Source: an optimization exercise on an open RTL-to-GDS flow (aim: small area). Production flows keep margins and buffers that such runs may drop. Where RTL was checked, it was by simulation tests only, not by an equivalence proof against the original. Power is estimated from default activity; no workload was simulated. No driver is modelled on the clock port, so clocking that relies on it looks cheaper here than on a real chip.

alpha:
## fm_voice
module fm_voice (
	input logic clk37,
	input logic rst,
	input logic cmd_valid,
	input logic [31:0] cmd_data,
	output logic signed [15:0] sample,
	output logic sample_valid,
	output logic cmd_busy
);
Size in the first run: roughly 53 I/O pins, roughly 70000 sq um of cells after synthesis.
Settings: LEC_CHECK=0, ABC_AREA=1, CAP_MARGIN=20, CORE_MARGIN=2, CORE_UTILIZATION=75, PLACE_DENSITY=0.85, SLEW_MARGIN=20; clock period 10.0 ns.
standard.sh (not shown) runs the stock make flow with config.mk's settings and CLKGATE_MAP_FILE= SYNTH_SCRIPT=/design/flow/synth_recipe.tcl, a recipe that flattens the netlist after the stock synthesis.
==> flow/flow/run.sh <==
#!/bin/bash
# The standard layout (standard.sh) with three changes:
# - synthesis maps the logic with ABC's area-oriented mapper: the ORFS scripts
#   are copied to ./orfs_scripts unchanged except abc_area.script (ABC_AREA is
#   set in config.mk), and SCRIPTS_DIR points there;
# - the input and output ports are buffered with the smallest buffer (buf_1);
# - clock tree synthesis adds no dummy loads to balance the tree (leaf clusters
#   of up to 33 sinks within 90 um, clkbuf_16 only).
# The full tool output goes to standard.log here and to the ORFS logs under
# orfs/logs.
set -e
cd "$(dirname "$0")/.."
rm -rf orfs_scripts
cp -r "$FLOW_HOME/scripts" orfs_scripts
printf 'strash\ndch\namap\ntopo\nstime -c\n' > orfs_scripts/abc_area.script
export SCRIPTS_DIR="$PWD/orfs_scripts"
export BUFFER_PORTS_ARGS="-buffer_cell sky130_fd_sc_hd__buf_1"
export CTS_ARGS="-sink_clustering_enable -repair_clock_nets -dont_use_dummy_load -sink_clustering_size 33 -sink_clustering_max_diameter 90 -buf_list sky130_fd_sc_hd__clkbuf_16"
bash standard.sh > standard.log 2>&1
## Diff of input files: beta against alpha
-- flow/flow/run.sh --
<<< alpha, line 14
cp -r "$FLOW_HOME/scripts" orfs_scripts
printf 'strash\ndch\namap\ntopo\nstime -c\n' > orfs_scripts/abc_area.script
export SCRIPTS_DIR="$PWD/orfs_scripts"
>>> beta, line 14
cp -r "$FLOW_HOME/scripts" orfs_scripts
printf 'strash\nbalance\nrewrite\nrefactor\nbalance\nrewrite\nrewrite -z\nbalance\nrefactor -z\nrewrite -z\nbalance\ndch\namap\ntopo\nstime -c\n' > orfs_scripts/abc_area.script
export SCRIPTS_DIR="$PWD/orfs_scripts"
### Flow results
NOTE: clock share of power in beta falls short of that of alpha. beta and alpha ended up with roughly the same non-clock buffering overhead in the final layout. Re well-tap cell count: no difference whatsoever between beta and alpha. Summary: hold slack, beta worse than alpha. Comparing beta with alpha, the fraction of area in clock buffers and inverters came out essentially unchanged.
--- input diff beta..gamma ---
==> flow/flow/run.sh <==
#!/bin/bash
# The standard layout (standard.sh) with two changes: the input and output
# ports are buffered with the smallest buffer (buf_1), and clock tree synthesis
# adds no dummy loads to balance the tree (leaf clusters of up to 33 sinks within 90 um,
# clkbuf_16 only). The full tool output goes to standard.log here and to the
# ORFS logs under orfs/logs.
set -e
cd "$(dirname "$0")/.."
export BUFFER_PORTS_ARGS="-buffer_cell sky130_fd_sc_hd__buf_1"
export CTS_ARGS="-sink_clustering_enable -repair_clock_nets -dont_use_dummy_load -sink_clustering_size 33 -sink_clustering_max_diameter 90 -buf_list sky130_fd_sc_hd__clkbuf_16"
bash standard.sh > standard.log 2>&1
### Flow results
On post-route DRC violation count, beta and gamma are neck and neck. Wire length sits higher in gamma than in beta. Compared with beta, in gamma synthesized-area fraction occupied by adder cells went down, first-iteration DRC count has increased.
For delta, these inputs were changed with respect to gamma:
- SLEW_MARGIN now 0, was 20
- CAP_MARGIN now 0, was 20
==> flow/flow/run.sh <==
#!/bin/bash
# The standard layout (standard.sh) with three changes:
# - synthesis maps the logic with ABC's area-oriented mapper: the ORFS scripts
#   are copied to ./orfs_scripts unchanged except abc_area.script (ABC_AREA is
#   set in config.mk), and SCRIPTS_DIR points there;
# - the input and output ports are buffered with the smallest buffer (buf_1);
# - clock tree synthesis adds no dummy loads to balance the tree (leaf clusters
#   of up to 33 sinks within 90 um, clkbuf_16 only).
# The full tool output goes to standard.log here and to the ORFS logs under
# orfs/logs.
set -e
cd "$(dirname "$0")/.."
rm -rf orfs_scripts
cp -r "$FLOW_HOME/scripts" orfs_scripts
printf 'strash\ndch\namap\ntopo\nstime -c\n' > orfs_scripts/abc_area.script
export SCRIPTS_DIR="$PWD/orfs_scripts"
export BUFFER_PORTS_ARGS="-buffer_cell sky130_fd_sc_hd__buf_1"
export CTS_ARGS="-sink_clustering_enable -repair_clock_nets -dont_use_dummy_load -sink_clustering_size 33 -sink_clustering_max_diameter 90 -buf_list sky130_fd_sc_hd__clkbuf_16"
bash standard.sh > standard.log 2>&1
- The wire length in delta was lower than what gamma gave.
- Worst hold slack: lower on delta
- Delta (delta minus gamma): overall power consumption went up by about 0.5%, utilization after layout saw an increase, number of gates on the worst path with buffers counted up 4.
- Taking gamma as the reference, in delta shortest period the worst path allows dropped 0.052 ns, gate count after technology mapping went down, worst setup slack rose 0.052 ns, met3 track utilization from global routing roughly the same.


## run A
fm_voice, a different RTL version from the one above (not shown whole).
Size in the first run: ~5600 cells after synthesis, roughly 2600 flip-flops, roughly 53 I/O pins, roughly 73000 um2 of cells after synthesis.
clock: 10.0 ns
lec_check: 0
cap_margin: 20
core_margin: 2
core_utilization: 70
cts_buf_list: sky130_fd_sc_hd__clkbuf_16
cts_cluster_diameter: 60
cts_cluster_size: 30
place_density: 0.8
slew_margin: 20
run.sh (not shown) runs the stock make flow with config.mk's settings and CLKGATE_MAP_FILE= SYNTH_SCRIPT=/design/flow/synth_recipe.tcl, a recipe that flattens the netlist after the stock synthesis.
Stock flow here: none of the scripts above is used.
Run A | stages: all done | timing, DRC, antenna: all pass
Edits applied to the flow inputs when going from run A to run B:
Settings: CTS_CLUSTER_SIZE changed from 30 to 12; CTS_BUF_LIST changed from sky130_fd_sc_hd__clkbuf_16 to sky130_fd_sc_hd__clkbuf_8; CTS_CLUSTER_DIAMETER changed from 60 to 40.
### Flow results
- The flow did not stop early for run B: all stages ran, and the layout cleared the timing, design-rule and antenna checks.
- Diff run A..run B | number of buffers and inverters on the critical path | unchanged
- Design internal power went up by a few percent going from run A to run B.
- In run B the worst endpoint data arrival time turned out 190 ps higher than in run A.
- As far as slack of the worst reg-to-reg path is concerned, run A and run B perform about the same.
- On worst hold slack: run B sits below run A.
- Row routed wire length: run B higher / run A lower
- Compared with run A, run B shows cell count higher by about 3%.
- Summary of run B over run A: global-route usage higher; power went up.
[inputs] run C vs run B
Settings: a change of CTS_CLUSTER_DIAMETER from 40 to 30; a change of CTS_BUF_LIST from sky130_fd_sc_hd__clkbuf_8 to sky130_fd_sc_hd__clkbuf_4; a change of CTS_CLUSTER_SIZE from 12 to 8.
Notes after the runs:
- Run C reached the end of the flow, and the finished layout is clean on the timing, design-rule and antenna checks.
- Delta (run C minus run B): fraction of the core area covered by cells at the end of the flow saw an increase; clock network fraction of total power higher; post-cts resize count held.
No run of this note included a check of the RTL's function; only the layout flow was run.


== job 5400 ==
fm_voice with an RTL version that a note above also has.
Size in the first run: roughly 4,300 cells after synthesis, ~2,600 flip-flops, roughly 53 I/O pins, about 69,000 µm² of cells after synthesis.
==> flow/config.mk <==
export PLATFORM = sky130hd
export DESIGN_NAME = fm_voice
export DESIGN_NICKNAME = fm_voice
export VERILOG_FILES = /design/flow/design.v
export SDC_FILE = /design/flow/constraint.sdc
export NUM_CORES = 4
export LEC_CHECK = 0
export ABC_AREA = 1
export CAP_MARGIN = 20
export CORE_MARGIN = 2
export CORE_UTILIZATION = 75
export PLACE_DENSITY = 0.85
export SLEW_MARGIN = 20
==> flow/constraint.sdc <==
create_clock -name core_clock -period 10.0 [get_ports {clk37}]
set_input_delay 2.0000 -clock core_clock [delete_from_list [all_inputs] [get_ports {clk37}]]
set_output_delay 2.0000 -clock core_clock [all_outputs]
set_load 0.01 [all_outputs]
standard.sh (not shown) runs the stock make flow with config.mk's settings and CLKGATE_MAP_FILE= SYNTH_SCRIPT=/design/flow/synth_recipe.tcl, a recipe that flattens the netlist after the stock synthesis.
==> flow/flow/run.sh <==
#!/bin/bash
# The standard layout (standard.sh) with three changes:
# - synthesis maps the logic with ABC's mapper told to relax delay in favour of area: the ORFS scripts
#   are copied to ./orfs_scripts unchanged except abc_area.script (ABC_AREA is
#   set in config.mk), and SCRIPTS_DIR points there;
# - the input and output ports are buffered with the smallest buffer (buf_1);
# - clock tree synthesis adds no dummy loads to balance the tree (leaf clusters
#   of up to 33 sinks within 90 um, clkbuf_16 only).
# The full tool output goes to standard.log here and to the ORFS logs under
# orfs/logs.
set -e
cd "$(dirname "$0")/.."
rm -rf orfs_scripts
cp -r "$FLOW_HOME/scripts" orfs_scripts
printf '&get -n\n&st\n&dch\n&nf -R 1000 -p\n&put\ntopo\nstime -c\n' > orfs_scripts/abc_area.script
export SCRIPTS_DIR="$PWD/orfs_scripts"
export BUFFER_PORTS_ARGS="-buffer_cell sky130_fd_sc_hd__buf_1"
export CTS_ARGS="-sink_clustering_enable -repair_clock_nets -dont_use_dummy_load -sink_clustering_size 33 -sink_clustering_max_diameter 90 -buf_list sky130_fd_sc_hd__clkbuf_16"
bash standard.sh > standard.log 2>&1
diff inputs: job 5400 => job 1885
==> flow/flow/run.sh <==
#!/bin/bash
# The standard layout (standard.sh) with two changes: the input and output
# ports are buffered with the smallest buffer (buf_1), and clock tree synthesis
# adds no dummy loads to balance the tree (leaf clusters of up to 33 sinks within 90 um,
# clkbuf_16 only). The full tool output goes to standard.log here and to the
# ORFS logs under orfs/logs.
set -e
cd "$(dirname "$0")/.."
export BUFFER_PORTS_ARGS="-buffer_cell sky130_fd_sc_hd__buf_1"
export CTS_ARGS="-sink_clustering_enable -repair_clock_nets -dont_use_dummy_load -sink_clustering_size 33 -sink_clustering_max_diameter 90 -buf_list sky130_fd_sc_hd__clkbuf_16"
bash standard.sh > standard.log 2>&1
--- a/flow/config.mk
+++ b/flow/config.mk
@@ -9,5 +9,5 @@
 export CAP_MARGIN = 20
 export CORE_MARGIN = 2
-export CORE_UTILIZATION = 75
-export PLACE_DENSITY = 0.85
+export CORE_UTILIZATION = 78
+export PLACE_DENSITY = 0.88
 export SLEW_MARGIN = 20
Results
The uppermost metal layer occupied by signal nets comes out met4 in one run and met5 in the other, namely in job 1885 and job 5400 respectively.
Diff job 5400 -> job 1885: wire length on met2 +9.1%, standard cell area after detailed placement up 2000 µm², post-route worst setup slack has decreased.
For job 5400, the endpoint of the worst setup timing path was cnt_r[5][7]$_SDFF_PP0_, unlike job 1885, where it was amp_r[5][11]$_SDFF_PP0_.
Setup changes, job 1885 to job 885
==> flow/flow/run.sh <==
#!/bin/bash
# The standard layout (standard.sh) with three changes:
# - synthesis maps the logic with ABC's area-oriented mapper: the ORFS scripts
#   are copied to ./orfs_scripts unchanged except abc_area.script (ABC_AREA is
#   set in config.mk), and SCRIPTS_DIR points there;
# - the input and output ports are buffered with the smallest buffer (buf_1);
# - clock tree synthesis adds no dummy loads to balance the tree (leaf clusters
#   of up to 33 sinks within 90 um, clkbuf_16 only).
# The full tool output goes to standard.log here and to the ORFS logs under
# orfs/logs.
set -e
cd "$(dirname "$0")/.."
rm -rf orfs_scripts
cp -r "$FLOW_HOME/scripts" orfs_scripts
printf 'strash\ndch\namap\ntopo\nstime -c\nbuffer -c\nupsize -c\ndnsize -c\n' > orfs_scripts/abc_area.script
export SCRIPTS_DIR="$PWD/orfs_scripts"
export BUFFER_PORTS_ARGS="-buffer_cell sky130_fd_sc_hd__buf_1"
export CTS_ARGS="-sink_clustering_enable -repair_clock_nets -dont_use_dummy_load -sink_clustering_size 33 -sink_clustering_max_diameter 90 -buf_list sky130_fd_sc_hd__clkbuf_16"
bash standard.sh > standard.log 2>&1
--- a/flow/config.mk
+++ b/flow/config.mk
@@ -9,5 +9,5 @@
 export CAP_MARGIN = 20
 export CORE_MARGIN = 2
-export CORE_UTILIZATION = 78
-export PLACE_DENSITY = 0.88
+export CORE_UTILIZATION = 75
+export PLACE_DENSITY = 0.85
 export SLEW_MARGIN = 20
### Flow results
Summary of job 885 over job 1885: area of the mapped netlist decreased by 1.9% relative to the old numbers, XOR/XNOR share of the synthesized area fell by 0.28 points, total design power moved up.
In the reports for job 885 and job 1885, the larger smallest setup slack after layout belongs to job 885.
Max final period utilization across job 885 and job 1885: job 1885
The overall fraction of global-route tracks in use of job 885 falls short of that of job 1885 by 3.7 points.
Relative to job 1885, maximum number of pins on one net before global-route repair has gone up in job 885.
On job 885: register-to-register slack is 160 ps higher than what job 1885 gave.
Side by side, routed wire length turned out lower in job 885 than in job 1885.

[afterwards: timing with drivers on the ports]
How much do the figures lean on ideal ports? The routed layouts below were timed once more, with nothing changed but the port constraints. Step 1 sets driving cells, clkbuf_16 on the clock port and buf_2 on the other inputs (assumed; they add their load-dependent delay and slew). Step 2 also shifts input and output timing later by t, the mid clock arrival at the registers, as if the neighbouring blocks saw the same clock. Three values: ideal ports, drivers, drivers and shift; two values: the first two.
| run | t, ns | slack for setup (ns) | worst register clock-pin slew, ns |
|---|---|---|---|
| alpha | 0.744 | 0.430 / 0.430 / 0.430 | 0.12 / 0.12 |
| beta | 0.738 | 0.427 / 0.427 / 0.427 | 0.12 / 0.12 |
| gamma | 0.744 | 0.374 / 0.374 / 0.374 | 0.12 / 0.12 |
| delta | 0.740 | 0.426 / 0.426 / 0.426 | 0.12 / 0.12 |
| run A | 0.807 | 0.417 / 0.417 / 0.417 | 0.11 / 0.11 |
| run B | 1.004 | 0.405 / 0.405 / 0.405 | 0.08 / 0.08 |
| run C | 1.267 | 0.379 / 0.379 / 0.379 | 0.10 / 0.10 |
| job 5400 | 0.744 | 0.386 / 0.386 / 0.386 | 0.12 / 0.12 |
| job 1885 | 0.765 | 0.245 / 0.245 / 0.245 | 0.12 / 0.12 |
| job 885 | 0.742 | 0.409 / 0.409 / 0.409 | 0.12 / 0.12 |
After both steps setup and hold are still met in every run listed.
